Source: an optimization exercise on an open RTL-to-GDS flow (aim: a short achievable clock period and few clock cycles per item). Production flows keep margins and buffers that such runs may drop.
The RTL was checked by simulation tests, not by an equivalence proof against the original design.
No activity file was given, so power comes from the tool's default toggle rates.

[flow/config.mk]
export PLATFORM = sky130hd
export DESIGN_NAME = nx_grid_top
export DESIGN_NICKNAME = nx_grid_top
export VERILOG_FILES = /design/flow/design.v
export SDC_FILE = /design/flow/constraint.sdc
export NUM_CORES = 4
export LEC_CHECK = 0
export ABC_CLOCK_PERIOD_IN_PS = 100
export CAP_MARGIN = 20
export CORE_MARGIN = 2
export CORE_UTILIZATION = 40
export CTS_CLUSTER_DIAMETER = 60
export CTS_CLUSTER_SIZE = 25
export SETUP_SLACK_MARGIN = 2.7
export SLEW_MARGIN = 20
export TNS_END_PERCENT = 100
[flow/constraint.sdc]
create_clock -name core_clock -period 5.0 [get_ports {clk_i}]
set_input_delay 1.0000 -clock core_clock [delete_from_list [all_inputs] [get_ports {clk_i}]]
set_output_delay 1.0000 -clock core_clock [all_outputs]
set_load 0.01 [all_outputs]
[flow/design.v]
`default_nettype none
package nx_pkg;
    localparam int NX_NODES      = 4;
    localparam int NX_NODE_W     = 2;
    localparam int NX_MSG_W      = 32;
    localparam int NX_REGS       = 8;
    localparam int NX_REG_IDX_W  = 3;
    localparam int NX_MAX_INSTRS = 16;
    localparam int NX_COUNT_W    = 5;
    localparam int NX_INSTR_W    = 11;
    localparam int NX_RUNS_W     = 8;
    localparam int NX_RESULT_W   = NX_RUNS_W + NX_REGS;
    localparam int NX_CMD_HI  = 31;
    localparam int NX_CMD_LO  = 30;
    localparam int NX_NODE_HI = 29;
    localparam int NX_NODE_LO = 28;
    localparam int NX_OP_HI    = 10;
    localparam int NX_OP_LO    = 9;
    localparam int NX_SRC_A_LO = 6;
    localparam int NX_SRC_B_LO = 3;
    localparam int NX_DST_LO   = 0;
    localparam logic [1:0] NX_CMD_LOAD    = 2'd0;
    localparam logic [1:0] NX_CMD_INPUTS  = 2'd1;
    localparam logic [1:0] NX_CMD_TRIGGER = 2'd2;
    localparam logic [1:0] NX_CMD_CLEAR   = 2'd3;
    localparam logic [1:0] NX_OP_AND  = 2'd0;
    localparam logic [1:0] NX_OP_OR   = 2'd1;
    localparam logic [1:0] NX_OP_XOR  = 2'd2;
    localparam logic [1:0] NX_OP_NAND = 2'd3;
    localparam int NX_APB_AW = 8;
    localparam logic [NX_APB_AW-1:0] NX_REG_MSG         = 8'h00;
    localparam logic [NX_APB_AW-1:0] NX_REG_STATUS      = 8'h04;
    localparam logic [NX_APB_AW-1:0] NX_REG_RESULT_BASE = 8'h10;
    localparam int NX_IPC = 2;
endpackage
`default_nettype wire
`timescale 1ns/1ps
`default_nettype none
import nx_pkg::*;
module nx_apb_host
(
      input  logic                                  clk_i
    , input  logic                                  reset_i
    , input  logic                                  psel_i
    , input  logic                                  penable_i
    , input  logic                                  pwrite_i
    , input  logic [NX_APB_AW-1:0]                  paddr_i
    , input  logic [NX_MSG_W-1:0]                   pwdata_i
    , output logic [NX_MSG_W-1:0]                   prdata_o
    , output logic                                  pready_o
    , output logic                                  pslverr_o
    , output logic [NX_MSG_W-1:0]                   msg_data_o
    , output logic                                  msg_valid_o
    , output logic [NX_NODES-1:0][3:0]              msg_cmd_o
    , output logic [NX_NODES-1:0]                   early_valid_o
    , output logic [NX_REGS-1:0]                    early_data_o
    , input  logic [NX_NODES-1:0]                   early_ok_i
    , input  logic [NX_NODES-1:0]                   busy_i
    , input  logic [NX_NODES-1:0][NX_RESULT_W-1:0]  results_i
);
logic                 setup;
logic                 is_msg, is_status;
logic [NX_NODES-1:0]  is_result;
logic                 legal, blocked;
logic [NX_MSG_W-1:0]  msg_q;
logic [NX_NODES-1:0][3:0] msg_cmd_q;
logic                 ready_q, slverr_q, take_q, waiting;
logic [NX_RESULT_W-1:0] rdata_d, rdata_q;
assign setup     = psel_i && !penable_i;
assign is_msg    = (paddr_i == NX_REG_MSG);
assign is_status = (paddr_i == NX_REG_STATUS);
for (genvar i = 0; i < NX_NODES; i++) begin : g_dec
    assign is_result[i] = (paddr_i == NX_REG_RESULT_BASE + NX_APB_AW'(4 * i));
end
assign legal = pwrite_i ? is_msg : (is_status || (|is_result));
assign blocked = pwrite_i ? (is_msg && busy_i[pwdata_i[NX_NODE_HI:NX_NODE_LO]])
                          : (|(is_result & busy_i));
always_comb begin
    rdata_d = '0;
    if (is_status) begin
        rdata_d[NX_NODES-1:0] = busy_i;
    end
    for (int i = 0; i < NX_NODES; i++) begin
        if (is_result[i]) begin
            rdata_d = rdata_d | results_i[i];
        end
    end
end
always_ff @(posedge clk_i) begin
    if (reset_i) begin
        ready_q  <= 1'b0;
        take_q   <= 1'b0;
        slverr_q <= 1'b0;
        rdata_q  <= '0;
    end else begin
        ready_q  <= !blocked;
        take_q   <= !blocked && waiting;
        slverr_q <= !legal;
        rdata_q  <= rdata_d;
    end
end
assign pready_o  = ready_q;
assign pslverr_o = slverr_q;
assign prdata_o  = {{(NX_MSG_W-NX_RESULT_W){1'b0}}, rdata_q};
always_ff @(posedge clk_i) begin
    msg_q <= pwdata_i;
end
always_ff @(posedge clk_i) begin
    for (int i = 0; i < NX_NODES; i++) begin
        for (int c = 0; c < 4; c++) begin
            if (reset_i) begin
                msg_cmd_q[i][c] <= 1'b0;
            end else begin
                msg_cmd_q[i][c] <= (setup && pwrite_i && is_msg
                                    && (pwdata_i[NX_NODE_HI:NX_NODE_LO] == NX_NODE_W'(i))
                                    && (pwdata_i[NX_CMD_HI:NX_CMD_LO] == 2'(c)))
                                || (msg_cmd_q[i][c] && !take_q);
            end
        end
    end
end
assign msg_cmd_o = msg_cmd_q;
assign waiting = (setup && pwrite_i && is_msg) || ((|msg_cmd_q) && !take_q);
assign msg_valid_o = take_q;
assign msg_data_o  = msg_q;
always_comb begin
    early_valid_o = '0;
    early_valid_o[pwdata_i[NX_NODE_HI:NX_NODE_LO]] =
        setup && pwrite_i && is_msg && (pwdata_i[NX_CMD_HI:NX_CMD_LO] == NX_CMD_INPUTS);
    early_valid_o = early_valid_o & early_ok_i & ~busy_i;
end
assign early_data_o = pwdata_i[NX_REGS-1:0];
endmodule
`default_nettype wire
`timescale 1ns/1ps
`default_nettype none
import nx_pkg::*;
module nx_msg_dispatch
(
      input  logic                               clk_i
    , input  logic                               reset_i
    , input  logic [NX_MSG_W-1:0]                msg_data_i
    , input  logic                               msg_valid_i
    , output logic [NX_NODES-1:0][NX_MSG_W-1:0]  node_data_o
    , output logic [NX_NODES-1:0]                node_valid_o
);
logic [NX_NODE_W-1:0] target;
assign target = msg_data_i[NX_NODE_HI:NX_NODE_LO];
always_comb begin
    node_valid_o         = '0;
    node_valid_o[target] = msg_valid_i;
    for (int i = 0; i < NX_NODES; i++) begin
        node_data_o[i] = msg_data_i;
    end
end
endmodule
`default_nettype wire
`timescale 1ns/1ps
`default_nettype none
import nx_pkg::*;
module nx_node
(
      input  logic                clk_i
    , input  logic                reset_i
    , input  logic [NX_MSG_W-1:0] msg_data_i
    , input  logic                msg_valid_i    
    , input  logic [3:0]          msg_cmd_i      
    , input  logic                early_valid_i
    , input  logic [NX_REGS-1:0]  early_data_i
    , output logic                early_ok_o
    , output logic                busy_o         
    , output logic                done_o         
    , output logic [NX_REGS-1:0]  outputs_o      
);
localparam int GROUPS = NX_MAX_INSTRS / 2;
localparam int X_W = 1 + 2 * NX_REGS + 2 + 8;
localparam int S_W = 4 * NX_REGS;
localparam int F_W = 8;
localparam int D_W = X_W + S_W + F_W;
logic [NX_INSTR_W-1:0]    store_q [NX_MAX_INSTRS];
logic [NX_MAX_INSTRS-1:0] en_q;            
logic [NX_REGS-1:0]       inputs_q;
logic [NX_REGS-1:0]       regs_q;
logic [3:0]               opd_q;
logic [X_W-1:0]           cur_q;
logic [D_W-1:0]           nxt_q;
logic [GROUPS-1:0]        gnext_q;         
logic [2*NX_INSTR_W+1:0]  raw_q;           
logic [2*NX_INSTR_W+1:0]  raw_d, raw1;
logic                     ready_q, restart_q, rs1_q, pend_q, early_q, park_q;
logic [D_W-1:0]           g0_d, g1_d, g0_q, g1_q;
logic [D_W-1:0]           fetch_d;
logic                     do_load, do_inputs, do_trigger, do_clear;
logic                     store_full, restart;
logic [NX_MAX_INSTRS-1:0] slot_free;       
logic [NX_REGS+3:0]       step_d, early_d, restart_d, other_d;
logic                     publish;
function automatic logic [3:0] truth_table(input logic [1:0] op);
    case (op)
        NX_OP_AND: truth_table = 4'b1000;
        NX_OP_OR:  truth_table = 4'b1110;
        NX_OP_XOR: truth_table = 4'b0110;
        default:   truth_table = 4'b0111;
    endcase
endfunction
function automatic logic [NX_REGS-1:0] onehot(input logic [2:0] i);
    onehot = NX_REGS'(1) << i;
endfunction
function automatic logic [D_W-1:0] decode_group(
        input logic [NX_INSTR_W-1:0] i0, input logic [NX_INSTR_W-1:0] i1,
        input logic en0, input logic en1, input logic [X_W-1:0] prev_x);
    logic [NX_REGS-1:0] d0, w0, w1, sa0, sb0, sa1, sb1, pw0, pw1;
    logic [S_W-1:0]     src;
    logic [F_W-1:0]     f;
    logic               fa, fb;
    sa0 = onehot(i0[NX_SRC_A_LO +: NX_REG_IDX_W]);
    sb0 = onehot(i0[NX_SRC_B_LO +: NX_REG_IDX_W]);
    sa1 = onehot(i1[NX_SRC_A_LO +: NX_REG_IDX_W]);
    sb1 = onehot(i1[NX_SRC_B_LO +: NX_REG_IDX_W]);
    d0  = en0 ? onehot(i0[NX_DST_LO +: NX_REG_IDX_W]) : '0;
    w1  = en1 ? onehot(i1[NX_DST_LO +: NX_REG_IDX_W]) : '0;
    w0  = d0 & ~w1;
    fa  = |(sa1 & d0);
    fb  = |(sb1 & d0);
    src = {sb1, sa1, sb0, sa0};
    pw0 = prev_x[8 +: NX_REGS];
    pw1 = prev_x[8 + NX_REGS +: NX_REGS];
    for (int o = 0; o < 4; o++) begin
        f[2*o]   = |(src[o*NX_REGS +: NX_REGS] & pw0);
        f[2*o+1] = |(src[o*NX_REGS +: NX_REGS] & pw1);
    end
    decode_group = {f, src, fb, fa, en0, w1, w0,
                    truth_table(i1[NX_OP_HI:NX_OP_LO]),
                    truth_table(i0[NX_OP_HI:NX_OP_LO])};
endfunction
function automatic logic [3:0] read_operands(input logic [S_W-1:0] src,
                                             input logic [NX_REGS-1:0] r);
    for (int o = 0; o < 4; o++) begin
        read_operands[o] = |(src[o*NX_REGS +: NX_REGS] & r);
    end
endfunction
function automatic logic [NX_REGS+3:0] advance(
        input logic [X_W-1:0] x, input logic [3:0] opd,
        input logic [NX_REGS-1:0] r, input logic [D_W-1:0] nx);
    logic [3:0]         tt0, tt1, nopd;
    logic [NX_REGS-1:0] w0, w1, rn;
    logic               fa, fb, y0, y1_0, y1_1, y1;
    logic [S_W-1:0]     src;
    logic [F_W-1:0]     f;
    tt0  = x[3:0];
    tt1  = x[7:4];
    w0   = x[8 +: NX_REGS];
    w1   = x[8 + NX_REGS +: NX_REGS];
    {fb, fa} = x[X_W-2 +: 2];
    y0   = tt0[{opd[0], opd[1]}];
    y1_0 = tt1[{fa ? 1'b0 : opd[2], fb ? 1'b0 : opd[3]}];
    y1_1 = tt1[{fa ? 1'b1 : opd[2], fb ? 1'b1 : opd[3]}];
    y1   = y0 ? y1_1 : y1_0;
    rn   = (r & ~w0 & ~w1) | ({NX_REGS{y0}} & w0) | ({NX_REGS{y1}} & w1);
    src  = nx[X_W +: S_W];
    f    = nx[X_W + S_W +: F_W];
    for (int o = 0; o < 4; o++) begin
        nopd[o] = f[2*o+1] ? y1 : (f[2*o] ? y0 : |(src[o*NX_REGS +: NX_REGS] & r));
    end
    advance = {rn, nopd};
endfunction
assign do_load    = msg_valid_i && msg_cmd_i[NX_CMD_LOAD];
assign do_inputs  = msg_valid_i && msg_cmd_i[NX_CMD_INPUTS];
assign do_trigger = msg_valid_i && msg_cmd_i[NX_CMD_TRIGGER];
assign do_clear   = msg_valid_i && msg_cmd_i[NX_CMD_CLEAR];
assign store_full = en_q[NX_MAX_INSTRS-1];
assign slot_free  = ~en_q & {en_q[NX_MAX_INSTRS-2:0], 1'b1};
always_ff @(posedge clk_i) begin
    for (int k = 0; k < NX_MAX_INSTRS; k++) begin
        if (do_load && slot_free[k]) begin
            store_q[k] <= msg_data_i[NX_INSTR_W-1:0];
        end
    end
end
always_ff @(posedge clk_i) begin
    if (reset_i) begin
        en_q     <= '0;
        inputs_q <= '0;
    end else begin
        if (do_load)   en_q     <= {en_q[NX_MAX_INSTRS-2:0], 1'b1};
        if (do_clear)  en_q     <= '0;
        if (do_inputs) inputs_q <= msg_data_i[NX_REGS-1:0];
    end
end
assign g0_d = decode_group(store_q[0], store_q[1], en_q[0], en_q[1], '0);
assign g1_d = decode_group(store_q[2], store_q[3], en_q[2], en_q[3], g0_d[X_W-1:0]);
always_ff @(posedge clk_i) begin
    g0_q <= g0_d;
    g1_q <= g1_d;
end
always_comb begin
    raw_d = '0;
    for (int g = 0; g < GROUPS; g++) begin
        raw_d = raw_d | (gnext_q[g] ? {en_q[2*g+1], en_q[2*g], store_q[2*g+1], store_q[2*g]} : '0);
    end
end
assign raw1    = {en_q[3], en_q[2], store_q[3], store_q[2]};
assign fetch_d = decode_group(raw_q[0 +: NX_INSTR_W], raw_q[NX_INSTR_W +: NX_INSTR_W],
                              raw_q[2*NX_INSTR_W], raw_q[2*NX_INSTR_W+1], nxt_q[X_W-1:0]);
assign early_ok_o = park_q && !rs1_q && !restart_q;
assign early_d   = {early_data_i, read_operands(g0_q[X_W +: S_W], early_data_i)};
assign restart_d = {inputs_q, 4'b0};
assign step_d    = advance(cur_q, opd_q, regs_q, nxt_q);
assign other_d   = early_valid_i ? early_d : restart_d;
always_ff @(posedge clk_i) begin
    {regs_q, opd_q} <= (early_valid_i || restart_q) ? other_d : step_d;
    if (early_valid_i) begin
        cur_q <= g0_q[X_W-1:0];
    end else if (restart_q || park_q || ready_q) begin
        cur_q <= '0;
    end else begin
        cur_q <= nxt_q[X_W-1:0];
    end
    if (restart_q) begin
        nxt_q   <= g0_q;
        raw_q   <= raw1;
        gnext_q <= GROUPS'(1) << 2;
    end else if (park_q || ready_q) begin
        nxt_q   <= g1_q;
        raw_q   <= {en_q[5], en_q[4], store_q[5], store_q[4]};
        gnext_q <= GROUPS'(1) << 3;
    end else begin
        nxt_q   <= fetch_d;
        raw_q   <= raw_d;
        gnext_q <= gnext_q << 1;
    end
end
always_ff @(posedge clk_i) begin
    if (reset_i) begin
        rs1_q     <= 1'b1;
        restart_q <= 1'b0;
        ready_q   <= 1'b0;
        early_q   <= 1'b0;
        park_q    <= 1'b0;
    end else begin
        early_q   <= early_valid_i;
        rs1_q     <= do_load || do_clear || (do_inputs && !early_q);
        restart_q <= rs1_q;
        if (do_load || do_clear || (do_inputs && !early_q)) begin
            ready_q <= 1'b0;
        end else if (early_valid_i) begin
            ready_q <= !g0_q[24];
        end else if (restart_q) begin
            ready_q <= !g0_q[24];
        end else if (!park_q && !ready_q && !rs1_q) begin
            ready_q <= !nxt_q[24];
        end
        if (restart_q || early_valid_i) begin
            park_q <= 1'b0;
        end else if (ready_q && !rs1_q) begin
            park_q <= 1'b1;
        end
    end
end
assign publish = (pend_q || do_trigger) && ready_q;
always_ff @(posedge clk_i) begin
    if (reset_i) begin
        pend_q <= 1'b0;
    end else begin
        pend_q <= (pend_q || do_trigger) && !ready_q;
    end
end
assign busy_o    = (pend_q || do_trigger) && !ready_q;
assign done_o    = publish;
assign outputs_o = regs_q;
endmodule
`default_nettype wire
`timescale 1ns/1ps
`default_nettype none
import nx_pkg::*;
module nx_result_collect
(
      input  logic                                  clk_i
    , input  logic                                  reset_i
    , input  logic [NX_NODES-1:0][NX_REGS-1:0]      outputs_i
    , input  logic [NX_NODES-1:0]                   done_i
    , output logic [NX_NODES-1:0][NX_RESULT_W-1:0]  results_o
);
logic [NX_NODES-1:0][NX_REGS-1:0]   out_q;
logic [NX_NODES-1:0][NX_RUNS_W-1:0] runs_q;
always_ff @(posedge clk_i) begin
    if (reset_i) begin
        out_q  <= '0;
        runs_q <= '0;
    end else begin
        for (int i = 0; i < NX_NODES; i++) begin
            if (done_i[i]) begin
                out_q[i]  <= outputs_i[i];
                runs_q[i] <= runs_q[i] + 1'b1;
            end
        end
    end
end
always_comb begin
    for (int i = 0; i < NX_NODES; i++) begin
        results_o[i] = done_i[i] ? {runs_q[i] + 1'b1, outputs_i[i]} : {runs_q[i], out_q[i]};
    end
end
endmodule
`default_nettype wire
`timescale 1ns/1ps
`default_nettype none
import nx_pkg::*;
module nx_grid_top
(
      input  logic                 clk_i
    , input  logic                 reset_i
    , input  logic                 psel_i
    , input  logic                 penable_i
    , input  logic                 pwrite_i
    , input  logic [NX_APB_AW-1:0] paddr_i
    , input  logic [NX_MSG_W-1:0]  pwdata_i
    , output logic [NX_MSG_W-1:0]  prdata_o
    , output logic                 pready_o
    , output logic                 pslverr_o
);
logic [NX_MSG_W-1:0] msg_data;
logic                msg_valid;
logic [NX_NODES-1:0][3:0] msg_cmd;
logic [NX_NODES-1:0] early_valid, early_ok;
logic [NX_REGS-1:0]  early_data;
logic [NX_NODES-1:0][NX_MSG_W-1:0]    node_data;
logic [NX_NODES-1:0]                  node_valid;
logic [NX_NODES-1:0]                  node_busy, node_done;
logic [NX_NODES-1:0][NX_REGS-1:0]     node_outputs;
logic [NX_NODES-1:0][NX_RESULT_W-1:0] results;
nx_apb_host u_host (
      .clk_i      (clk_i    )
    , .reset_i    (reset_i  )
    , .psel_i     (psel_i   )
    , .penable_i  (penable_i)
    , .pwrite_i   (pwrite_i )
    , .paddr_i    (paddr_i  )
    , .pwdata_i   (pwdata_i )
    , .prdata_o   (prdata_o )
    , .pready_o   (pready_o )
    , .pslverr_o  (pslverr_o)
    , .msg_data_o (msg_data )
    , .msg_valid_o(msg_valid)
    , .msg_cmd_o  (msg_cmd  )
    , .early_valid_o(early_valid)
    , .early_data_o(early_data)
    , .early_ok_i (early_ok )
    , .busy_i     (node_busy)
    , .results_i  (results  )
);
nx_msg_dispatch u_dispatch (
      .clk_i       (clk_i     )
    , .reset_i     (reset_i   )
    , .msg_data_i  (msg_data  )
    , .msg_valid_i (msg_valid )
    , .node_data_o (node_data )
    , .node_valid_o(node_valid)
);
for (genvar i = 0; i < NX_NODES; i++) begin : g_node
    nx_node u_node (
          .clk_i      (clk_i          )
        , .reset_i    (reset_i        )
        , .msg_data_i (node_data[i]   )
        , .msg_valid_i(msg_valid      )
        , .msg_cmd_i  (msg_cmd[i]     )
        , .early_valid_i(early_valid[i])
        , .early_data_i(early_data    )
        , .early_ok_o (early_ok[i]    )
        , .busy_o     (node_busy[i]   )
        , .done_o     (node_done[i]   )
        , .outputs_o  (node_outputs[i])
    );
end
nx_result_collect u_collect (
      .clk_i    (clk_i       )
    , .reset_i  (reset_i     )
    , .outputs_i(node_outputs)
    , .done_i   (node_done   )
    , .results_o(results     )
);
endmodule
`default_nettype wire
[flow/flow/run.sh]
#!/bin/bash
# Standard layout, except that the port buffers are plain buffers rather than
# the delay-cell the resizer picks by default, and that timing repair may
# swap a cell for any other of the same function (not only the same footprint).
set -euo pipefail
cd "$(dirname "$0")/.."
bash standard.sh synth > synth.log 2>&1
bash standard.sh finish \
    "BUFFER_PORTS_ARGS=-buffer_cell sky130_fd_sc_hd__buf_4" \
    MATCH_CELL_FOOTPRINT=0 > layout.log 2>&1
[flow/standard.sh]
#!/bin/bash
# synth_recipe.tcl (not shown) runs the flow's synth.tcl, then flattens the netlist and writes it again
# the make line also repeats each setting of config.mk as NAME=value (left out here)
make -C /OpenROAD-flow-scripts/flow DESIGN_CONFIG=/design/flow/config.mk WORK_HOME=/design/flow/orfs CLKGATE_MAP_FILE= SYNTH_SCRIPT=/design/flow/synth_recipe.tcl "${@:-finish}"
==> results of run 1 <==
[cells by family (layout without fill, tap and decap cells)]
kind of cell               after synthesis  count (layout)  share of synthesized area (%)
AOI/OAI and AO/OA                     1587            1587                           15.2
xor gates and xnor gates               108             108                           1.29
adders and majority gates               56              56                          0.955
buffers and inverters                  596             547                           3.17
DFF                                   1946            1946                           62.7
muxes                                  177             177                           3.41
other                                    1              21                        0.00511
and+or+nand+nor                       1923            1928                           13.2
[timing repair]
action / CTS / global route
hold buffers: 0 / 0
endpoints found under the hold margin: 0 / 0
pin swaps: 25 / 17
setup endpoints to repair: 1063 / 266
setup buffers: 41 / 29
resized for setup: 138 / 59
cloned: 2 / 7
[cells in the mapped netlist, types with 19 or more instances]
master,count
nor2_1,434
o21ai_0,277
a21oi_1,389
a22oi_1,326
mux4_2,56
nand3_1,103
clkbuf_1,423
a221oi_1,49
nor3b_1,196
a21o_1,20
a222oi_1,112
inv_1,112
a32o_1,19
and3b_1,41
nand4_1,43
ha_1,56
mux2i_1,100
xnor2_1,47
nor4_1,42
mux2_2,21
xor2_1,61
nor2b_1,61
a22o_1,98
a211oi_1,42
edfxtp_1,704
and2_1,41
nand2_1,549
buf_1,33
nand3b_1,20
dfxtp_1,1242
and3_1,67
nor3_1,199
a32oi_1,19
nand2b_1,56
a221o_1,110
or2_2,24
[power breakdown]
part	switching, W	internal (W)	leakage (nW)
registers	0.000660	0.0167	16.5
clock network	0.00613	0.00560	2.25
logic	0.00113	0.000701	9.33
total	0.00793	0.0230	28.1
[flip-flops by register name, indices dropped and copies added (netlist names), 11 cells and up]
register and flops:
g_node.u_node.gnext_q 24, g_node.u_node.store_q 704, u_host.msg_cmd_q 16, u_host.msg_q 11
u_collect.out_q 32, g_node.u_node.inputs_q 32, g_node.u_node.opd_q 16, u_host.rdata_q 16
g_node.u_node.regs_q 32, g_node.u_node.cur_q 96, g_node.u_node.raw_q 96, g_node.u_node.g0_q 228
u_collect.runs_q 32, g_node.u_node.nxt_q 260, g_node.u_node.g1_q 260, g_node.u_node.en_q 64
[per-stage QoR]
step / hold slack (ns) / cells / util, % / total power (W) / instance area (µm²)
after floorplan: 0.329 / 6409 / - / 0.0186 / 73900
after global placement: 0.423 / 8426 / 41.5 / 0.0194 / 75900
after detailed placement: 0.426 / 8427 / 41.5 / 0.0194 / 75900
after CTS: 0.228 / 8714 / 44.7 / 0.0310 / 81700
after global routing: 0.271 / 8753 / 45.0 / 0.0319 / 82300
final: 0.292 / 8755 / 45.0 / 0.0309 / 82300
[final cells by class]
cell class | count | area (µm²)
Fill cell | 16500 | 100000
Clock inverter | 99 | 1150
Tap cell | 2385 | 2980
Inverter | 112 | 432
Multi-Input combinational cell | 3872 | 26100
Sequential cell | 1946 | 46100
Antenna cell | 5 | 12.5
Clock buffer | 145 | 3500
Timing Repair Buffer | 191 | 1950
[metal layers]
| metal | global-route usage (%) | share of wire (%) | vias to the layer above |
|---|---|---|---|
| met5 | 0 | 0 | - |
| met4 | 9.38 | 3.9 | 0 |
| met3 | 2.83 | 6.4 | 368 |
| met2 | 36.9 | 48 | 1920 |
| met1 | 29.5 | 42 | 25200 |
| li1 | - | - | 23500 |
[worst max path at each step]
stage | slack (ns) | from | end | cells past startpoint
CTS | 2.59 | g_node[2].u_node.opd_q[1]$_DFF_P_ | g_node[2].u_node.opd_q[3]$_DFF_P_ | 6
finish | 2.64 | u_host.rdata_q[1]$_SDFF_PP0_ | prdata_o[1] | 1
global route | 2.62 | u_host.rdata_q[6]$_SDFF_PP0_ | prdata_o[6] | 1
floorplan | 2.12 | pwdata_i[28] | g_node[1].u_node.opd_q[2]$_DFF_P_ | 8
global placement | 1.11 | paddr_i[7] | g_node[1].u_node.opd_q[1]$_DFF_P_ | 6
detailed placement | 1.13 | paddr_i[7] | g_node[1].u_node.opd_q[1]$_DFF_P_ | 6
==> run_results.csv, run 1 <==
group,metric,value,unit
synth,synth_edf_count,704,
drt,drt_iter0_drc,5575,
setup_path,worst-path-buf-inv,1,
hold_path,holdCritStartpoint,"pwdata_i[10]",
cts,cts_root_buf,"clkbuf_16",
timing,drv_slew,0,
timing,worst_pin_slew,1.15,ns
timing,fmaxAchievable,424,MHz
timing,fin_worst_skew,0.0373,ns
cts,cts_inserted_buffers,131,
drt,wl_per_cell,24.6,µm
setup_path,worstPathArrival,1.36,ns
synth,syn_avg_cell_area,11.5,µm²
die,start_util,40.1,%
global_routing,grt_usage,22.3,%
setup_path,crit_fanout,1,
setup_path,cp-start-kind,"flop",
final_layout,drive_gt1_share,11.6,%
synth,async_reset_ff_share,0,%
synth,yosysWarningCount,5,
drt,drt_pass1_iterations,6,
cts,ctsHtreeMaxLevel,4,
hold_path,min_to,"u_host.msg_q[10]$_DFF_P_",
timing,max_slew_margin,23.2,%
global_routing,grt_overflow,0,
pwr,power_per_cell_area,376,mW/mm²
placement,hpwl,141,mm
setup_path,crit_slowest_cell,"dfxtp_4",
synth,synth_seq_area_share,62.7,%
synth,yosys_register_bits,1946,
cts,cts_buffer_depth,3,
global_routing,grt_pass1_vias,48700,
synth,yosys.area.top_type,"dfxtp_1",
final_layout,final_common_cell,"dfxtp_1",
setup_path,rrSetupSlack,2.73,ns
placement,gp_congestion,0.922,
cts,clkLatencyLatePin,0.82,ns
setup_path,cp.required,4.00,ns
pwr,p_leak,28.1,nW
cts,cts_tree,"built",
setup_path,ff2ff_path_depth,8,
final_layout,layout.nets,6355,
cts,cts_sinks,1946,
die,core_area,0.183,mm²
hold_path,hold_depth,1,
final_layout,areaGrowthSynthToFinish,12.2,%
drt,ant_nets,0,
placement,place_worst_setup_slack,1.13,ns
synth,yosysTopAreaCellShare,33.9,%
synth,synth_ff_type,"dfxtp_1",
timing,fin_ws,2.64,ns
run_status,status,"complete, no violations",
setup_path,critPathMaxStageDelay,0.43,ns
die,placementRows,157,
hold_path,min_path_type,"in2reg",
synth,synth_area,0.0733,mm²
timing,grt_setup_unrepaired,"true",
placement,portBuffers,45,
final_layout,final_cell_mix,"dfxtp_1 (1194), edfxtp_1 (704), nand2_1 (544)",
pwr,ir_drop,0.340,mV
drt,vias_per_cell,5.82,
timing,setup_viol,0,
drt,routed_wl,215,mm
die,dieHeight,432,µm
setup_path,critical_path_class,"reg2out",
setup_path,r2r-start,"u_host.take_q$_SDFF_PP0_",
global_routing,antenna_found_initial,12,
die,chipWidth,432,µm
timing,fin_crit,2.36,ns
timing,min_period_over_period,47.1,%
setup_path,timing.rr.end,"g_node[1].u_node.regs_q[1]$_DFF_P_",
drt,dr_total_vias,51000,
global_routing,grt_pass1_wl,314,mm
timing,hold_viol,0,
die,dieArea,0.187,mm²
global_routing,grt_max_degree,107,
timing,final.setup.tns,0,ns
setup_path,setup.worst_path.end_class,"output pin",
setup_path,crit_chain,"buf_6",
setup_path,critPathTopFamily,"flip-flops",
drt,post-route-drc-count,0,
cts,path_clk_slew,0.08,ns
synth,synthesis.instances,6394,
die,io-pin-count,79,
synth,synth_area_leaders,"dfxtp_1 (34%), edfxtp_1 (29%), a22oi_1 (3.3%)",
flow_run,max_cap_viol_count,0,
synth,ys_types,84,
Testbench counts, summed over its fixed seeds: cycles 15,310, runs 2,020.
==> run 2: changes to the inputs <==
--- a/flow/design.v
+++ b/flow/design.v
@@ -290,3 +290,3 @@
 assign g0_d = decode_group(store_q[0], store_q[1], en_q[0], en_q[1], '0);
-assign g1_d = decode_group(store_q[2], store_q[3], en_q[2], en_q[3], g0_d[X_W-1:0]);
+assign g1_d = decode_group(store_q[2], store_q[3], en_q[2], en_q[3], g0_q[X_W-1:0]);
 always_ff @(posedge clk_i) begin
==> run_results.csv, run 2 <==
group,metric,value,unit
run_status,status,"complete, no violations",
synth,yosysWarningCount,5,
final_layout,largest_register_ffs,704,
setup_path,critPathCapture,"g_node[1].u_node.opd_q[1]$_DFF_P_",
placement,dpl.cell_count,8428,
placement,portBuffers,45,
setup_path,ff2ff_path_depth,8,
synth,synth_fa_ha_area_share,0.955,%
cts,cts_buffer_depth,3,
cts,cts_root_buf,"clkbuf_16",
die,core_area,0.183,mm²
final_layout,largest_register,"g_node.u_node.store_q",
pwr,clock_power_share,39.8,%
synth,synth_ff_type,"dfxtp_1",
final_layout,final_common_cell,"dfxtp_1",
pwr,power_per_cell_area,382,mW/mm²
setup_path,cp.required,5.70,ns
timing,final.setup.tns,0,ns
synth,synth_edf_count,704,
synth,synth_top_family_by_area,"compound AO/OA/AOI/OAI gates",
synth,synth_area_leaders,"dfxtp_1 (34%), edfxtp_1 (29%), a22oi_1 (3.9%)",
synth,synth_area,0.0734,mm²
timing,min_period_over_period,46.7,%
global_routing,grt_max_degree,90,
synth,async_reset_ff_share,0,%
drt,routed_wl,213,mm
placement,hpwl,137,mm
pwr,power.share.switching,25.9,%
final_layout,drive_gt1_share,10.6,%
final_layout,fin_cells,8748,
synth,synth_seq_area_share,62.7,%
timing,fin_crit,2.34,ns
pwr,combinationalPowerShare,5.5,%
final_layout,reg_top3,"g_node.u_node.store_q: 704 flops, g_node.u_node.g1_q: 260 flops, g_node.u_node.nxt_q: 260 flops",
setup_path,worstPathArrival,3.03,ns
cts,cts_inserted_buffers,135,
cts,path_clk_slew,0.09,ns
drt,drt_iter0_drc,6191,
cts,ctsHtreeMaxLevel,4,
synth,yosysTopAreaCellShare,33.9,%
synth,synth-compound-area-share,15.6,%
final_layout,final_cell_area,0.0825,mm²
drt,dr_total_vias,51300,
synth,syn_avg_cell_area,11.4,µm²
die,start_util,40.2,%
global_routing,antenna_found_initial,3,
pwr,switchingPower,0.00817,W
global_routing,grt_pass1_vias,47900,
timing,setup_viol,0,
setup_path,setup.worst_path.end_class,"flop",
pwr,seqPwrFrac,54.7,%
pwr,ir_drop,0.366,mV
die,dieHeight,432,µm
synth,synthMuxAreaShare,3.24,%
pwr,p_leak,28.1,nW
timing,fmaxAchievable,428,MHz
synth,synthMostInstantiatedCell,"dfxtp_1",
timing,grt_setup_unrepaired,"true",
synth,synth-simple-area-share,13.4,%
cts,hold_buffers,0,
final_layout,layout.nets,6347,
cts,cts_tree,"built",
setup_path,critical_path_class,"reg2reg",
drt,post-route-drc-count,0,
synth,synthesis.instances,6409,
setup_path,r2r-start,"u_host.take_q$_SDFF_PP0_",
timing,worst_pin_slew,1.13,ns
cts,clkLatencyLatePin,0.85,ns
synth,synthXorXnorAreaFrac,1.01,%
setup_path,timing.rr.end,"g_node[1].u_node.opd_q[1]$_DFF_P_",
die,dieArea,0.187,mm²
hold_path,min_path_type,"in2reg",
placement,gp_congestion,0.902,
global_routing,grt_usage,22.1,%
timing,hold_viol,0,
synth,yosys.area.top_type,"dfxtp_1",
drt,vias_per_cell,5.87,
synth,ys_top_cells_by_count,"dfxtp_1 (1242), edfxtp_1 (704), nand2_1 (549)",
final_layout,areaGrowthSynthToFinish,12.5,%
synth,yosys_register_bits,1946,
die,io-pin-count,79,
timing,fin_worst_skew,0.0642,ns
cts,cts_sinks,1946,
die,placementRows,157,
setup_path,rrSetupSlack,2.66,ns
timing,hold_ws,0.267,ns
setup_path,crit_fanout,19,
drt,drt_pass1_iterations,7,
drt,ant_nets,0,
placement,placed_area,0.0758,mm²
global_routing,grt_overflow,0,
timing,max_slew_margin,24.7,%
global_routing,grt_pass1_wl,313,mm
timing,drv_slew,0,
synth,ys_types,79,
setup_path,cp-start-kind,"flop",
final_layout,final_cell_mix,"dfxtp_1 (1198), edfxtp_1 (704), nand2_1 (548)",
die,chipWidth,432,µm
drt,wl_per_cell,24.4,µm
setup_path,crit_path_start,"u_host.take_q$_SDFF_PP0_",
flow_run,max_cap_viol_count,0,
pwr,internal-power,0.0234,W
-- run 2: changes by cell type after synthesis, moves of 17 or more --
cell	before	now
a221o_1	110	127
a22oi_1	326	377
nor2b_1	61	40
o21ai_0	277	252
nor3_1	199	224
-- run 2: worst min path at each step --
stage	startpoint	endpoint	slack (ns)	cells after the start
after floorplan	g_node[1].u_node.en_q[0]$_SDFFE_PP0P_	g_node[1].u_node.g0_q[24]$_DFF_P_	0.33	0
after global placement	g_node[1].u_node.nxt_q[26]$_DFF_P_	g_node[1].u_node.cur_q[26]$_DFF_P_	0.42	1
after detailed placement	g_node[0].u_node.nxt_q[0]$_DFF_P_	g_node[0].u_node.cur_q[0]$_DFF_P_	0.42	1
after CTS	pwdata_i[9]	u_host.msg_q[9]$_DFF_P_	0.21	1
after global routing	pwdata_i[9]	u_host.msg_q[9]$_DFF_P_	0.23	1
final	pwdata_i[9]	u_host.msg_q[9]$_DFF_P_	0.27	1
-- run 2: through the flow --
stage | setup slack [ns] | power (W) | util, %
after detailed placement | 1.49 | 0.0192 | 41.5
after global routing | 2.64 | 0.0325 | 45.2
after floorplan | 2.22 | 0.0185 | -
after global placement | 1.50 | 0.0192 | 41.5
final | 2.66 | 0.0315 | 45.2
after CTS | 2.56 | 0.0317 | 44.9
-- run 2: power groups by stage --
stage,sequential (W),clock [W],combinational [W]
finish,0.0172,0.0126,0.00174
global placement,0.0176,0,0.00158
CTS,0.0172,0.0128,0.00166
detailed placement,0.0176,0,0.00160
global route,0.0173,0.0134,0.00187
floorplan,0.0172,0,0.00130
-- run 2: kinds of logic after synthesis --
kind of cell | count (synthesis)
buffers and inverters | 582
AOI/OAI and AO/OA | 1617
DFF | 1946
adders and majority gates | 56
and+or+nand+nor | 1947
other | 1
muxes | 175
xor gates and xnor gates | 85
-- run 2: layer usage --
layer / global-route usage, % / wire length (µm) / vias to the layer above
li1: - / - / 23600
met1: 30.6 / 92500 / 25300
met2: 35.3 / 98100 / 1968
met3: 2.87 / 13500 / 428
met4: 8.79 / 9100 / 0
met5: 0 / 0 / -
-- run 2: layout make-up --
cell class                 count  area, µm²
fill                       16600     100000
sequential                  1946      46100
multi-input combinational   3899      26100
clock buffer                 150       3590
tap                         2385       2980
timing repair buffer         167       1850
clock inverter               101       1530
inverter                      97        388
antenna                        3       7.51
-- run 2: critical path, cell delays in order (launching register included) --
cell	delay [ns]
dfxtp_4	0.40
buf_8	0.18
a21oi_4	0.33
nor2_2	0.14
nor3_4	0.25
or2_4	0.22
a211oi_1	0.06
buf_4	0.20
a221o_1	0.37
-- run 2: timing repair --
action | 4_1_cts | 5_1_grt
buffers inserted | 29 | 31
setup endpoints to repair | 851 | 358
gates resized for setup | 131 | 31
cloned | 2 | 3
pin swaps | 18 | 24
Testbench counts of run 2, summed over its fixed seeds: cycles 15,310, runs 2,020.
==> run 3: changes to the inputs <==
--- a/flow/config.mk
+++ b/flow/config.mk
@@ -11,5 +11,3 @@
 export CORE_UTILIZATION = 40
-export CTS_CLUSTER_DIAMETER = 60
-export CTS_CLUSTER_SIZE = 25
-export SETUP_SLACK_MARGIN = 2.7
+export SETUP_SLACK_MARGIN = 3.0
 export SLEW_MARGIN = 20
==> run_results.csv, run 3 <==
group,metric,value,unit
global_routing,grt_overflow,0,
global_routing,grt_pass1_wl,322,mm
flow_run,max_cap_viol_count,0,
drt,dr_total_vias,52100,
synth,yosys.area.top_type,"dfxtp_1",
timing,grt_setup_unrepaired,"true",
drt,vias_per_cell,5.81,
synth,syn_avg_cell_area,11.4,µm²
setup_path,crit_slowest_cell,"dfxtp_4",
setup_path,worstPathArrival,1.38,ns
drt,wl_per_cell,24.3,µm
synth,synth_edf_count,704,
synth,yosys_register_bits,1946,
drt,route.met3.wl,15.0,mm
setup_path,crit_chain,"buf_6",
pwr,combinationalPowerShare,5.4,%
placement,gp_congestion,0.871,
setup_path,cp.required,4.00,ns
final_layout,layout.nets,6496,
final_layout,final_common_cell,"dfxtp_1",
die,dieArea,0.187,mm²
synth,synthXorXnorAreaFrac,1.01,%
placement,dpl.cell_count,8421,
placement,place_worst_setup_slack,1.28,ns
run_status,status,"complete, no violations",
final_layout,largest_register_ffs,704,
synth,synth_ff_type,"dfxtp_1",
drt,wl_met2,102,mm
cts,cts_sinks,1946,
synth,synth_fa_ha_area_share,0.955,%
global_routing,antenna_found_initial,13,
synth,yosysWarningCount,5,
timing,setup_viol,0,
cts,path_clk_slew,0.06,ns
cts,cts_root_buf,"clkbuf_16",
die,core_area,0.183,mm²
hold_path,min_path_type,"in2reg",
synth,ys_top_cells_by_count,"dfxtp_1 (1242), edfxtp_1 (704), nand2_1 (549)",
drt,ant_nets,0,
setup_path,critical_path_class,"reg2out",
global_routing,grt_usage,22.7,%
synth,synth_area,0.0734,mm²
cts,cts_buffer_depth,3,
timing,max_slew_margin,28.2,%
pwr,p_leak,29.8,nW
global_routing,grt_pass1_vias,49900,
pwr,internal-power,0.0265,W
synth,ys_types,79,
drt,post-route-drc-count,0,
setup_path,critPathMaxStageDelay,0.43,ns
cts,cts_inserted_buffers,197,
hold_path,holdCritStartpoint,"pwdata_i[9]",
timing,worst_pin_slew,1.08,ns
drt,dr.max_layer_used,"met4",
final_layout,largest_register,"g_node.u_node.store_q",
cts,ctsHtreeMaxLevel,4,
pwr,clock_power_share,44.6,%
final_layout,fin_util,47.1,%
cts,clkLatencyLatePin,0.84,ns
synth,synth_top_family_by_area,"compound AO/OA/AOI/OAI gates",
timing,fmaxAchievable,419,MHz
setup_path,r2r-start,"g_node[1].u_node.restart_q$_SDFF_PP0_",
placement,portBuffers,45,
setup_path,crit_fanout,1,
synth,yosysTopAreaCellShare,33.9,%
drt,m1WireLength,91.5,mm
synth,synth-simple-area-share,13.4,%
timing,final.setup.tns,0,ns
drt,drt_iter0_drc,5904,
pwr,power.share.switching,23.3,%
drt,drt_pass1_iterations,7,
final_layout,areaGrowthSynthToFinish,17.3,%
pwr,switchingPower,0.00805,W
timing,fin_ws,2.62,ns
setup_path,setup.worst_path.end_class,"output pin",
setup_path,critPathTopFamily,"flip-flops",
final_layout,final_cell_mix,"dfxtp_1 (1167), edfxtp_1 (704), nand2_1 (543)",
synth,synth_seq_area_share,62.7,%
cts,hold_buffers,0,
timing,min_period_over_period,47.7,%
final_layout,reg_top3,"g_node.u_node.store_q: 704 flops, g_node.u_node.g1_q: 260 flops, g_node.u_node.nxt_q: 260 flops",
pwr,power_per_cell_area,401,mW/mm²
timing,drv_slew,0,
cts,cts_tree,"built",
timing,hold_ws,0.275,ns
pwr,seqPwrFrac,50.0,%
setup_path,cp-start-kind,"flop",
synth,synthMostInstantiatedCell,"dfxtp_1",
synth,synthesis.instances,6409,
setup_path,crit_path_start,"u_host.ready_q$_SDFF_PP0_",
final_layout,drive_gt1_share,14.0,%
drt,routed_wl,217,mm
setup_path,worst-path-buf-inv,1,
timing,hold_viol,0,
synth,synthMuxAreaShare,3.24,%
synth,synth-compound-area-share,15.6,%
synth,async_reset_ff_share,0,%
die,chipWidth,432,µm
pwr,ir_drop,0.311,mV
die,start_util,40.2,%
die,dieHeight,432,µm
synth,synth_area_leaders,"dfxtp_1 (34%), edfxtp_1 (29%), a22oi_1 (3.9%)",
global_routing,grt_max_degree,95,
die,io-pin-count,79,
placement,hpwl,137,mm
timing,fin_crit,2.38,ns
timing,fin_worst_skew,0.0481,ns
die,placementRows,157,
final_layout,fin_cells,8958,
run 3: cell counts after synthesis:
No cell type changed its count.
run 3: logic make-up (layout without fill, tap and decap cells):
group,count (synthesis),after routing
other,1,23
and+or+nand+nor,1947,1950
AOI/OAI and AO/OA,1617,1618
muxes,175,175
adders and majority gates,56,56
buffers and inverters,582,720
xor gates and xnor gates,85,85
DFF,1946,1946
run 3: final cells by class:
type	instances	area, µm²
fillers	16200	96600
flip-flops and latches	1946	46200
multi-input cells	3900	26500
clock buffers	270	5700
repair buffers	253	3110
well taps	2385	2980
clock inverters	100	1180
inverters	97	388
diodes	7	17.5
run 3: per-layer routing:
metal | global-route usage [%] | up-vias
met3 | 3.40 | 437
met5 | 0 | -
met1 | 30.3 | 25600
met4 | 9.13 | 0
li1 | - | 24000
met2 | 37.0 | 2057
run 3: through the flow:
stage / total power [W] / area (µm²)
global route: 0.0356 / 86100
detailed placement: 0.0192 / 76200
CTS: 0.0346 / 85200
floorplan: 0.0185 / 74400
global placement: 0.0192 / 76200
finish: 0.0345 / 86100
run 3: worst paths after layout:
path | to | slack (ns) | cells after the start
setup / recovery | pready_o | 2.62 | 1
hold / removal | u_host.msg_q[9]$_DFF_P_ | 0.27 | 1
setup reg to reg | g_node[1].u_node.opd_q[1]$_DFF_P_ | 2.87 | 8
hold reg to reg | g_node[3].u_node.cur_q[6]$_DFF_P_ | 0.43 | 1
run 3: power by group through the flow:
stage / registers, W / clock network, W / logic (W)
2_1_floorplan: 0.0172 / 0 / 0.00131
3_3_place_gp: 0.0176 / 0 / 0.00154
3_5_place_dp: 0.0176 / 0 / 0.00156
4_1_cts: 0.0173 / 0.0156 / 0.00173
5_1_grt: 0.0173 / 0.0163 / 0.00200
6_report: 0.0173 / 0.0154 / 0.00186
run 3: repair_timing:
| item | CTS | global route |
|---|---|---|
| gates cloned | 8 | 2 |
| resized for setup | 197 | 80 |
| pin swaps | 87 | 42 |
| setup buffers | 110 | 39 |
| endpoints found under the setup margin | 1291 | 449 |
==> run 4: changes to the inputs <==
--- a/flow/design.v
+++ b/flow/design.v
@@ -290,3 +290,3 @@
 assign g0_d = decode_group(store_q[0], store_q[1], en_q[0], en_q[1], '0);
-assign g1_d = decode_group(store_q[2], store_q[3], en_q[2], en_q[3], g0_q[X_W-1:0]);
+assign g1_d = decode_group(store_q[2], store_q[3], en_q[2], en_q[3], g0_d[X_W-1:0]);
 always_ff @(posedge clk_i) begin
==> run_results.csv, run 4 <==
group,metric,value,unit
die,io-pin-count,79,
timing,drv_slew,0,
drt,ant_nets,0,
cts,clkLatencyLatePin,0.87,ns
flow_run,max_cap_viol_count,0,
drt,post-route-drc-count,0,
pwr,ir_drop,0.315,mV
setup_path,cp-start-kind,"flop",
timing,final.setup.tns,0,ns
drt,routed_wl,223,mm
global_routing,grt_max_degree,81,
final_layout,fin_util,47.8,%
timing,min_period_over_period,47.5,%
timing,fin_crit,2.37,ns
setup_path,cp.required,4.00,ns
placement,gp_congestion,0.898,
setup_path,rrSetupSlack,2.73,ns
drt,drt_pass1_iterations,7,
timing,max_slew_margin,28.4,%
cts,cts_sinks,1946,
placement,hpwl,139,mm
cts,hold_buffers,0,
placement,dpl.cell_count,8427,
cts,cts_root_buf,"clkbuf_16",
run_status,status,"complete, no violations",
timing,grt_setup_unrepaired,"true",
setup_path,crit_slowest_cell,"dfxtp_4",
synth,yosys_register_bits,1946,
setup_path,setup.worst_path.end_class,"output pin",
drt,vias_per_cell,5.83,
die,dieArea,0.187,mm²
setup_path,critPathMaxStageDelay,0.40,ns
synth,yosysWarningCount,5,
synth,yosys.area.top_type,"dfxtp_1",
cts,path_clk_slew,0.07,ns
hold_path,min_path_type,"in2reg",
pwr,p_leak,30.2,nW
cts,ctsHtreeMaxLevel,4,
timing,fmaxAchievable,421,MHz
timing,setup_viol,0,
final_layout,final_cell_mix,"dfxtp_1 (1174), edfxtp_1 (704), nand2_1 (535)",
setup_path,critical_path_class,"reg2out",
synth,ys_types,84,
global_routing,antenna_found_initial,18,
die,placementRows,157,
synth,ys_top_cells_by_count,"dfxtp_1 (1242), edfxtp_1 (704), nand2_1 (549)",
synth,synthesis.instances,6394,
setup_path,crit_chain,"buf_6",
cts,cts_inserted_buffers,200,
drt,drt_iter0_drc,6521,
global_routing,grt_pass1_vias,49700,
final_layout,final_common_cell,"dfxtp_1",
synth,synth_area,0.0733,mm²
pwr,power_per_cell_area,393,mW/mm²
final_layout,largest_register,"g_node.u_node.store_q",
die,dieHeight,432,µm
placement,portBuffers,45,
timing,hold_viol,0,
setup_path,crit_fanout,1,
final_layout,fin_cells,9043,
synth,synth_ff_type,"dfxtp_1",
drt,dr_total_vias,52800,
die,start_util,40.1,%
setup_path,worstPathArrival,1.37,ns
cts,cts_tree,"built",
timing,fin_worst_skew,0.0352,ns
final_layout,largest_register_ffs,704,
synth,yosysTopAreaCellShare,33.9,%
synth,synth_area_leaders,"dfxtp_1 (34%), edfxtp_1 (29%), a22oi_1 (3.3%)",
global_routing,grt_usage,23.1,%
final_layout,reg_top3,"g_node.u_node.store_q: 704 flops, g_node.u_node.g1_q: 260 flops, g_node.u_node.nxt_q: 260 flops",
setup_path,critPathTopFamily,"flip-flops",
timing,worst_pin_slew,1.07,ns
die,core_area,0.183,mm²
die,chipWidth,432,µm
final_layout,drive_gt1_share,16.4,%
global_routing,grt_overflow,0,
global_routing,grt_pass1_wl,325,mm
final_layout,layout.nets,6576,
synth,synthMostInstantiatedCell,"dfxtp_1",
setup_path,worst-path-buf-inv,1,
synth,synth_edf_count,704,
final_layout,areaGrowthSynthToFinish,19.0,%
synth,syn_avg_cell_area,11.5,µm²
cts,cts_buffer_depth,3,
synth,async_reset_ff_share,0,%
synth,synth_seq_area_share,62.7,%
drt,wl_per_cell,24.7,µm
-- run 4: cell count changes in the layout (fill, tap and decap cells not counted), moves of 16 or more --
cell      change
a221o_1      -17
a22o_1       -16
a22oi_1      -51
buf_4        +64
clkbuf_1     +26
nor2_1       -22
nor3_1       -34
o21ai_1      +25
-- run 4: cell families after synthesis --
family / count (synthesis) / synth area share (%)
AO/OA/AOI/OAI: 1587 / 15.2
XOR/XNOR: 108 / 1.29
adder cells (fa/ha/maj): 56 / 0.955
buffers and inverters: 596 / 3.17
flip-flops: 1946 / 62.7
multiplexers: 177 / 3.41
other: 1 / 0.00511
AND/OR/NAND/NOR: 1923 / 13.2
-- run 4: metal layers --
layer,global-route usage (%),routed length [µm]
met2,36.9,103000
met3,3.55,16900
met1,31.0,93000
met5,0,0
met4,10.0,10100
-- run 4: what timing repair did --
action,in CTS,in global routing
resized for setup,261,152
cloned,13,13
hold endpoints to repair,0,0
setup endpoints to repair,1280,385
buffers inserted,150,53
pin swaps,102,30
-- run 4: worst paths after layout --
| kind | from | to | cells past startpoint |
|---|---|---|---|
| worst max-delay path | u_host.rdata_q[15]$_SDFF_PP0_ | prdata_o[15] | 1 |
| worst max register to register | g_node[2].u_node.opd_q[1]$_DFF_P_ | g_node[2].u_node.opd_q[0]$_DFF_P_ | 7 |
| worst min register to register | g_node[0].u_node.nxt_q[6]$_DFF_P_ | g_node[0].u_node.cur_q[6]$_DFF_P_ | 1 |
| worst min-delay path | pwdata_i[8] | u_host.msg_q[8]$_DFF_P_ | 1 |
-- run 4: metrics by stage --
stage | setup slack [ns] | total power (W) | cell area [µm²] | hold slack (ns)
floorplan | 2.12 | 0.0186 | 74400 | 0.329
finish | 2.63 | 0.0343 | 87300 | 0.258
global placement | 1.18 | 0.0193 | 76300 | 0.418
global route | 2.60 | 0.0353 | 87300 | 0.224
detailed placement | 1.20 | 0.0194 | 76300 | 0.423
CTS | 2.56 | 0.0343 | 85900 | 0.202
-- run 4: area by class of cell --
class	count	area, µm²
antenna	5	12.5
clock buffer	294	5780
clock inverter	86	913
fill	16100	95400
inverter	112	432
multi-input combinational	3876	27000
sequential	1946	46200
tap	2385	2980
timing repair buffer	339	3920
-- run 4: where the power goes --
group          switching [W]  internal, W
Combinational        0.00119     0.000783
Clock                0.00638      0.00856
Sequential          0.000633       0.0167
Testbench counts of run 4, summed over its fixed seeds: cycles 15,310, runs 2,020.
==> run 5: changes to the inputs <==
--- a/flow/design.v
+++ b/flow/design.v
@@ -64,5 +64,6 @@
 logic                 legal, blocked;
+logic                 msg_q_v, take;
 logic [NX_MSG_W-1:0]  msg_q;
 logic [NX_NODES-1:0][3:0] msg_cmd_q;
-logic                 ready_q, slverr_q, take_q, waiting;
+logic                 ready_q, slverr_q;
 logic [NX_RESULT_W-1:0] rdata_d, rdata_q;
@@ -91,3 +92,2 @@
         ready_q  <= 1'b0;
-        take_q   <= 1'b0;
         slverr_q <= 1'b0;
@@ -96,3 +96,2 @@
         ready_q  <= !blocked;
-        take_q   <= !blocked && waiting;
         slverr_q <= !legal;
@@ -104,16 +103,16 @@
 assign prdata_o  = {{(NX_MSG_W-NX_RESULT_W){1'b0}}, rdata_q};
+assign take = msg_q_v && ready_q;
 always_ff @(posedge clk_i) begin
-    msg_q <= pwdata_i;
+    if (reset_i) begin
+        msg_q_v <= 1'b0;
+    end else begin
+        msg_q_v <= (setup && pwrite_i && is_msg) || (msg_q_v && !ready_q);
+    end
 end
 always_ff @(posedge clk_i) begin
+    msg_q <= pwdata_i;
     for (int i = 0; i < NX_NODES; i++) begin
         for (int c = 0; c < 4; c++) begin
-            if (reset_i) begin
-                msg_cmd_q[i][c] <= 1'b0;
-            end else begin
-                msg_cmd_q[i][c] <= (setup && pwrite_i && is_msg
-                                    && (pwdata_i[NX_NODE_HI:NX_NODE_LO] == NX_NODE_W'(i))
-                                    && (pwdata_i[NX_CMD_HI:NX_CMD_LO] == 2'(c)))
-                                || (msg_cmd_q[i][c] && !take_q);
-            end
+            msg_cmd_q[i][c] <= (pwdata_i[NX_NODE_HI:NX_NODE_LO] == NX_NODE_W'(i))
+                            && (pwdata_i[NX_CMD_HI:NX_CMD_LO] == 2'(c));
         end
@@ -122,4 +121,3 @@
 assign msg_cmd_o = msg_cmd_q;
-assign waiting = (setup && pwrite_i && is_msg) || ((|msg_cmd_q) && !take_q);
-assign msg_valid_o = take_q;
+assign msg_valid_o = take;
 assign msg_data_o  = msg_q;
@@ -187,6 +185,4 @@
 logic [GROUPS-1:0]        gnext_q;         
-logic [2*NX_INSTR_W+1:0]  raw_q;           
-logic [2*NX_INSTR_W+1:0]  raw_d, raw1;
-logic                     ready_q, restart_q, rs1_q, pend_q, early_q, park_q;
-logic [D_W-1:0]           g0_d, g1_d, g0_q, g1_q;
+logic                     ready_q, restart_q, pend_q, early_q;
+logic [D_W-1:0]           g0_d, g1_d, g2_d, g0_q;
 logic [D_W-1:0]           fetch_d;
@@ -291,17 +287,25 @@
 assign g1_d = decode_group(store_q[2], store_q[3], en_q[2], en_q[3], g0_d[X_W-1:0]);
+assign g2_d = decode_group(store_q[4], store_q[5], en_q[4], en_q[5], g1_d[X_W-1:0]);
 always_ff @(posedge clk_i) begin
     g0_q <= g0_d;
-    g1_q <= g1_d;
 end
 always_comb begin
-    raw_d = '0;
+    logic [NX_INSTR_W-1:0] i0, i1;
+    logic                  e0, e1;
+    i0 = '0;
+    i1 = '0;
+    e0 = 1'b0;
+    e1 = 1'b0;
     for (int g = 0; g < GROUPS; g++) begin
-        raw_d = raw_d | (gnext_q[g] ? {en_q[2*g+1], en_q[2*g], store_q[2*g+1], store_q[2*g]} : '0);
-    end
-end
-assign raw1    = {en_q[3], en_q[2], store_q[3], store_q[2]};
-assign fetch_d = decode_group(raw_q[0 +: NX_INSTR_W], raw_q[NX_INSTR_W +: NX_INSTR_W],
-                              raw_q[2*NX_INSTR_W], raw_q[2*NX_INSTR_W+1], nxt_q[X_W-1:0]);
-assign early_ok_o = park_q && !rs1_q && !restart_q;
-assign early_d   = {early_data_i, read_operands(g0_q[X_W +: S_W], early_data_i)};
+        i0 = i0 | (gnext_q[g] ? store_q[2*g]   : '0);
+        i1 = i1 | (gnext_q[g] ? store_q[2*g+1] : '0);
+        e0 = e0 | (gnext_q[g] && en_q[2*g]);
+        e1 = e1 | (gnext_q[g] && en_q[2*g+1]);
+    end
+    fetch_d = decode_group(i0, i1, e0, e1, nxt_q[X_W-1:0]);
+end
+assign early_ok_o = !restart_q;
+assign restart    = restart_q && !early_valid_i;
+assign early_d   = advance(g0_q[X_W-1:0], read_operands(g0_q[X_W +: S_W], early_data_i),
+                           early_data_i, g1_d);
 assign restart_d = {inputs_q, 4'b0};
@@ -312,19 +316,12 @@
     if (early_valid_i) begin
-        cur_q <= g0_q[X_W-1:0];
-    end else if (restart_q || park_q || ready_q) begin
-        cur_q <= '0;
-    end else begin
-        cur_q <= nxt_q[X_W-1:0];
-    end
-    if (restart_q) begin
-        nxt_q   <= g0_q;
-        raw_q   <= raw1;
-        gnext_q <= GROUPS'(1) << 2;
-    end else if (park_q || ready_q) begin
-        nxt_q   <= g1_q;
-        raw_q   <= {en_q[5], en_q[4], store_q[5], store_q[4]};
+        cur_q   <= g1_d[X_W-1:0];
+        nxt_q   <= g2_d;
         gnext_q <= GROUPS'(1) << 3;
+    end else if (restart_q) begin
+        cur_q   <= '0;
+        nxt_q   <= g0_d;
+        gnext_q <= GROUPS'(1) << 1;
     end else begin
+        cur_q   <= nxt_q[X_W-1:0];
         nxt_q   <= fetch_d;
-        raw_q   <= raw_d;
         gnext_q <= gnext_q << 1;
@@ -334,11 +331,8 @@
     if (reset_i) begin
-        rs1_q     <= 1'b1;
-        restart_q <= 1'b0;
+        restart_q <= 1'b1;
         ready_q   <= 1'b0;
         early_q   <= 1'b0;
-        park_q    <= 1'b0;
     end else begin
         early_q   <= early_valid_i;
-        rs1_q     <= do_load || do_clear || (do_inputs && !early_q);
-        restart_q <= rs1_q;
+        restart_q <= do_load || do_clear || (do_inputs && !early_q);
         if (do_load || do_clear || (do_inputs && !early_q)) begin
@@ -346,13 +340,8 @@
         end else if (early_valid_i) begin
-            ready_q <= !g0_q[24];
+            ready_q <= !g1_d[24];
         end else if (restart_q) begin
-            ready_q <= !g0_q[24];
-        end else if (!park_q && !ready_q && !rs1_q) begin
+            ready_q <= !g0_d[24];
+        end else begin
             ready_q <= !nxt_q[24];
         end
-        if (restart_q || early_valid_i) begin
-            park_q <= 1'b0;
-        end else if (ready_q && !rs1_q) begin
-            park_q <= 1'b1;
-        end
     end
--- a/flow/config.mk
+++ b/flow/config.mk
@@ -7,3 +7,3 @@
 export LEC_CHECK = 0
-export ABC_CLOCK_PERIOD_IN_PS = 100
+export ABC_CLOCK_PERIOD_IN_PS = 2000
 export CAP_MARGIN = 20
@@ -11,4 +11,4 @@
 export CORE_UTILIZATION = 40
-export SETUP_SLACK_MARGIN = 3.0
+export SETUP_SLACK_MARGIN = 2.5
 export SLEW_MARGIN = 20
-export TNS_END_PERCENT = 100
+export TNS_END_PERCENT = 5
==> run_results.csv, run 5 <==
group,metric,value,unit
timing,final.setup.tns,0,ns
synth,synthMostInstantiatedCell,"dfxtp_1",
synth,synth_seq_area_share,55.1,%
cts,cts_inserted_buffers,171,
die,core_area,0.174,mm²
setup_path,crit_slowest_cell,"a32o_2",
timing,drv_slew,0,
setup_path,critPathMaxStageDelay,0.37,ns
pwr,clock_power_share,45.9,%
pwr,switchingPower,0.00667,W
pwr,seqPwrFrac,49.0,%
synth,yosys_register_bits,1582,
synth,synthesis.instances,6804,
hold_path,min_to,"u_host.msg_q[10]$_DFF_P_",
drt,routed_wl,257,mm
setup_path,timing.rr.end,"g_node[3].u_node.opd_q[3]$_DFF_P_",
synth,syn_avg_cell_area,10.3,µm²
flow_run,max_cap_viol_count,0,
synth,async_reset_ff_share,0,%
drt,dr_total_vias,57700,
pwr,combinationalPowerShare,5.1,%
final_layout,largest_register,"g_node.u_node.store_q",
timing,max_slew_margin,25.2,%
setup_path,critical_path_class,"in2reg",
final_layout,areaGrowthSynthToFinish,17.9,%
synth,synth_edf_count,704,
hold_path,hold_depth,1,
final_layout,reg_top3,"g_node.u_node.store_q: 704 flops, g_node.u_node.nxt_q: 260 flops, g_node.u_node.g0_q: 224 flops",
die,chipWidth,423,µm
synth,ys_types,92,
final_layout,drive_gt1_share,18.2,%
pwr,power_per_cell_area,342,mW/mm²
global_routing,grt_pass1_vias,54400,
die,dieHeight,423,µm
timing,fin_crit,2.78,ns
final_layout,largest_register_ffs,704,
final_layout,multi_input_area,0.0308,mm²
cts,cts_buffer_depth,3,
final_layout,layout.nets,6955,
placement,gp_congestion,0.946,
global_routing,grt_usage,27.6,%
synth,yosys.area.top_type,"edfxtp_1",
setup_path,r2r-start,"g_node[3].u_node.store_q[1][1]$_DFFE_PP_",
timing,hold_viol,0,
synth,yosysTopAreaCellShare,30.1,%
timing,fin_worst_skew,0.0328,ns
setup_path,setup.worst_path.end_class,"flop",
cts,path_clk_slew,0.06,ns
setup_path,cp-start-kind,"input pin",
die,start_util,40.3,%
drt,post-route-drc-count,0,
timing,setup_viol,0,
timing,min_period_over_period,55.6,%
hold_path,holdCritStartpoint,"pwdata_i[10]",
final_layout,ff_latch_area,0.0388,mm²
timing,worst_pin_slew,1.12,ns
pwr,power.share.switching,23.5,%
synth,ys_top_cells_by_count,"dfxtp_1 (878), nand2_1 (742), edfxtp_1 (704)",
pwr,p_leak,28.4,nW
timing,fmaxAchievable,360,MHz
die,dieArea,0.179,mm²
timing,grt_setup_unrepaired,"true",
final_layout,final_cell_mix,"dfxtp_1 (837), nand2_1 (727), edfxtp_1 (704)",
setup_path,crit_fanout,6,
synth,synth_area,0.0703,mm²
global_routing,grt_max_degree,83,
drt,vias_per_cell,6.15,
setup_path,critPathTopFamily,"compound AO/OA/AOI/OAI gates",
placement,portBuffers,45,
global_routing,grt_overflow,0,
setup_path,worst-path-buf-inv,4,
global_routing,antenna_found_initial,18,
setup_path,crit_chain,"buf_16 > buf_12 > a22oi_2 > nand4_1 > xnor2_2 > o221ai_4 > a32o_2 > and4_4 > nor4_4 > buf_4 > buf_8 > o211ai_1",
cts,clkLatencyLatePin,0.83,ns
cts,ctsHtreeMaxLevel,4,
placement,hpwl,169,mm
global_routing,grt_pass1_wl,370,mm
pwr,ir_drop,0.373,mV
pwr,internal-power,0.0217,W
cts,cts_root_buf,"clkbuf_16",
setup_path,worstPathArrival,3.46,ns
drt,wl_per_cell,27.3,µm
timing,hold_ws,0.285,ns
die,io-pin-count,79,
cts,hold_buffers,0,
final_layout,fillers,16000,
die,placementRows,153,
drt,ant_nets,0,
synth,synth_area_leaders,"edfxtp_1 (30%), dfxtp_1 (25%), nand2_1 (4.0%)",
setup_path,ff2ff_path_depth,10,
synth,synth_ff_type,"dfxtp_1",
drt,drt_iter0_drc,7572,
drt,drt_pass1_iterations,8,
setup_path,cp.required,5.68,ns
final_layout,final_common_cell,"dfxtp_1",
hold_path,min_path_type,"in2reg",
run_status,status,"complete, no violations",
cts,cts_tree,"built",
cts,cts_sinks,1582,
synth,yosysWarningCount,5,
setup_path,rrSetupSlack,2.27,ns
==> run 5: cell types whose count changed after synthesis, moves of 75 or more <==
cell,previous run,this run
nand2_1,549,742
o21ai_0,277,164
xnor2_1,47,123
a22o_1,98,13
nand3_1,103,263
a31oi_1,11,86
dfxtp_1,1242,878
nor2_1,434,578
a221o_1,110,6
==> run 5: worst max-delay path by stage <==
| stage | startpoint | endpoint | depth (start not counted) |
|---|---|---|---|
| finish | pwdata_i[0] | g_node[1].u_node.opd_q[0]$_DFF_P_ | 12 |
| CTS | g_node[3].u_node.store_q[1][2]$_DFFE_PP_ | g_node[3].u_node.opd_q[3]$_DFF_P_ | 9 |
| global placement | pwdata_i[4] | g_node[0].u_node.regs_q[0]$_DFF_P_ | 10 |
| global route | g_node[3].u_node.store_q[1][1]$_DFFE_PP_ | g_node[3].u_node.opd_q[3]$_DFF_P_ | 10 |
| detailed placement | pwdata_i[1] | g_node[0].u_node.regs_q[0]$_DFF_P_ | 10 |
| floorplan | pwdata_i[4] | g_node[2].u_node.regs_q[0]$_DFF_P_ | 10 |
==> run 5: layout make-up <==
type | instances | share of cell area (%)
antenna | 5 | 0.0151
clock buffer | 245 | 5.95
clock inverter | 76 | 1.09
inverter | 102 | 0.466
multi-input combinational | 4570 | 37.2
sequential | 1582 | 46.8
tap | 2325 | 3.51
timing repair buffer | 475 | 4.94
==> run 5: logic make-up (layout without fill, tap and decap cells) <==
logic type      Yosys count  after routing  synth area share [%]
other cells               1             21               0.00534
buf+inv                 671            898                  3.80
simple gates           2538           2542                  18.0
mux                     276            276                  5.54
fa+ha+maj                 8              8                 0.142
xor+xnor                197            197                  2.45
flops                  1582           1582                  55.1
compound gates         1531           1531                  15.0
==> run 5: repair_timing <==
item                                    CTS  global route
resized for setup                       280           147
cloned                                    4             2
endpoints found under the setup margin  820           493
pin swaps                                78            62
hold endpoints to repair                  0             0
setup buffers                           152           109
==> run 5: layer usage <==
metal	vias up	part of all wire (%)	track usage [%]
met4	4	4.8	12.6
met1	28500	41	37.4
met2	2973	46	43.4
li1	25500	-	-
met5	-	0.011	0
met3	612	8.7	4.53
==> run 5: through the flow <==
step	power [W]	cells	util [%]	setup slack, ns	cell area, µm²
after detailed placement	0.0154	8785	42.0	0.816	73100
after global placement	0.0154	8785	42.0	0.788	73100
after global routing	0.0291	9376	47.6	2.17	82900
after floorplan	0.0148	6819	-	1.80	70700
after CTS	0.0284	9262	46.7	2.30	81300
final	0.0283	9380	47.6	2.22	82900
==> run 5: power by group through the flow <==
stage	Clock [W]	Sequential, W	Combinational, W
2_1_floorplan	0	0.0140	0.000830
3_3_place_gp	0	0.0141	0.00122
3_5_place_dp	0	0.0142	0.00123
4_1_cts	0.0132	0.0139	0.00135
5_1_grt	0.0137	0.0139	0.00153
6_report	0.0130	0.0139	0.00144
Testbench counts of run 5, summed over its fixed seeds: cycles 14,886, runs 2,020.

[static timing again, ports no longer ideal]
The results above use ideal ports. As a check the final layouts listed here were re-extracted and re-timed, cells and wires unchanged.
Step 1 (the two cells are an assumption about what drives the block):
set clk [get_ports {clk_i}]
set_driving_cell -lib_cell sky130_fd_sc_hd__clkbuf_16 $clk
set_driving_cell -lib_cell sky130_fd_sc_hd__buf_2 [delete_from_list [all_inputs] $clk]
Step 2 adds t to the input delays and takes it off the output delays; t is the mean of the earliest and latest rising clock arrival at the registers after step 1. Input paths then give back, and output paths get back, about the clock's delay inside the block.
Three values: ideal, step 1, step 2; two values: the first two.
run | t (ns) | setup slack, ns | clock arrival spread, ns | worst data-port slew with drivers (ns)
run 1 | 0.895 | 2.644 / 2.553 / 1.691 | 0.045 / 0.045 | 0.20
run 2 | 0.909 | 2.664 / 2.611 / 1.757 | 0.065 / 0.065 | 0.08
run 3 | 0.898 | 2.616 / 2.534 / 1.702 | 0.050 / 0.050 | 0.23
run 4 | 0.924 | 2.625 / 2.551 / 1.718 | 0.038 / 0.038 | 0.22
run 5 | 0.897 | 2.222 / 2.234 / 1.337 | 0.035 / 0.034 | 0.15
After both steps setup and hold are still met in every run listed. The setup slack of run 1, which loses most, moves by -0.091 ns with the drivers and by -0.953 ns with both steps.
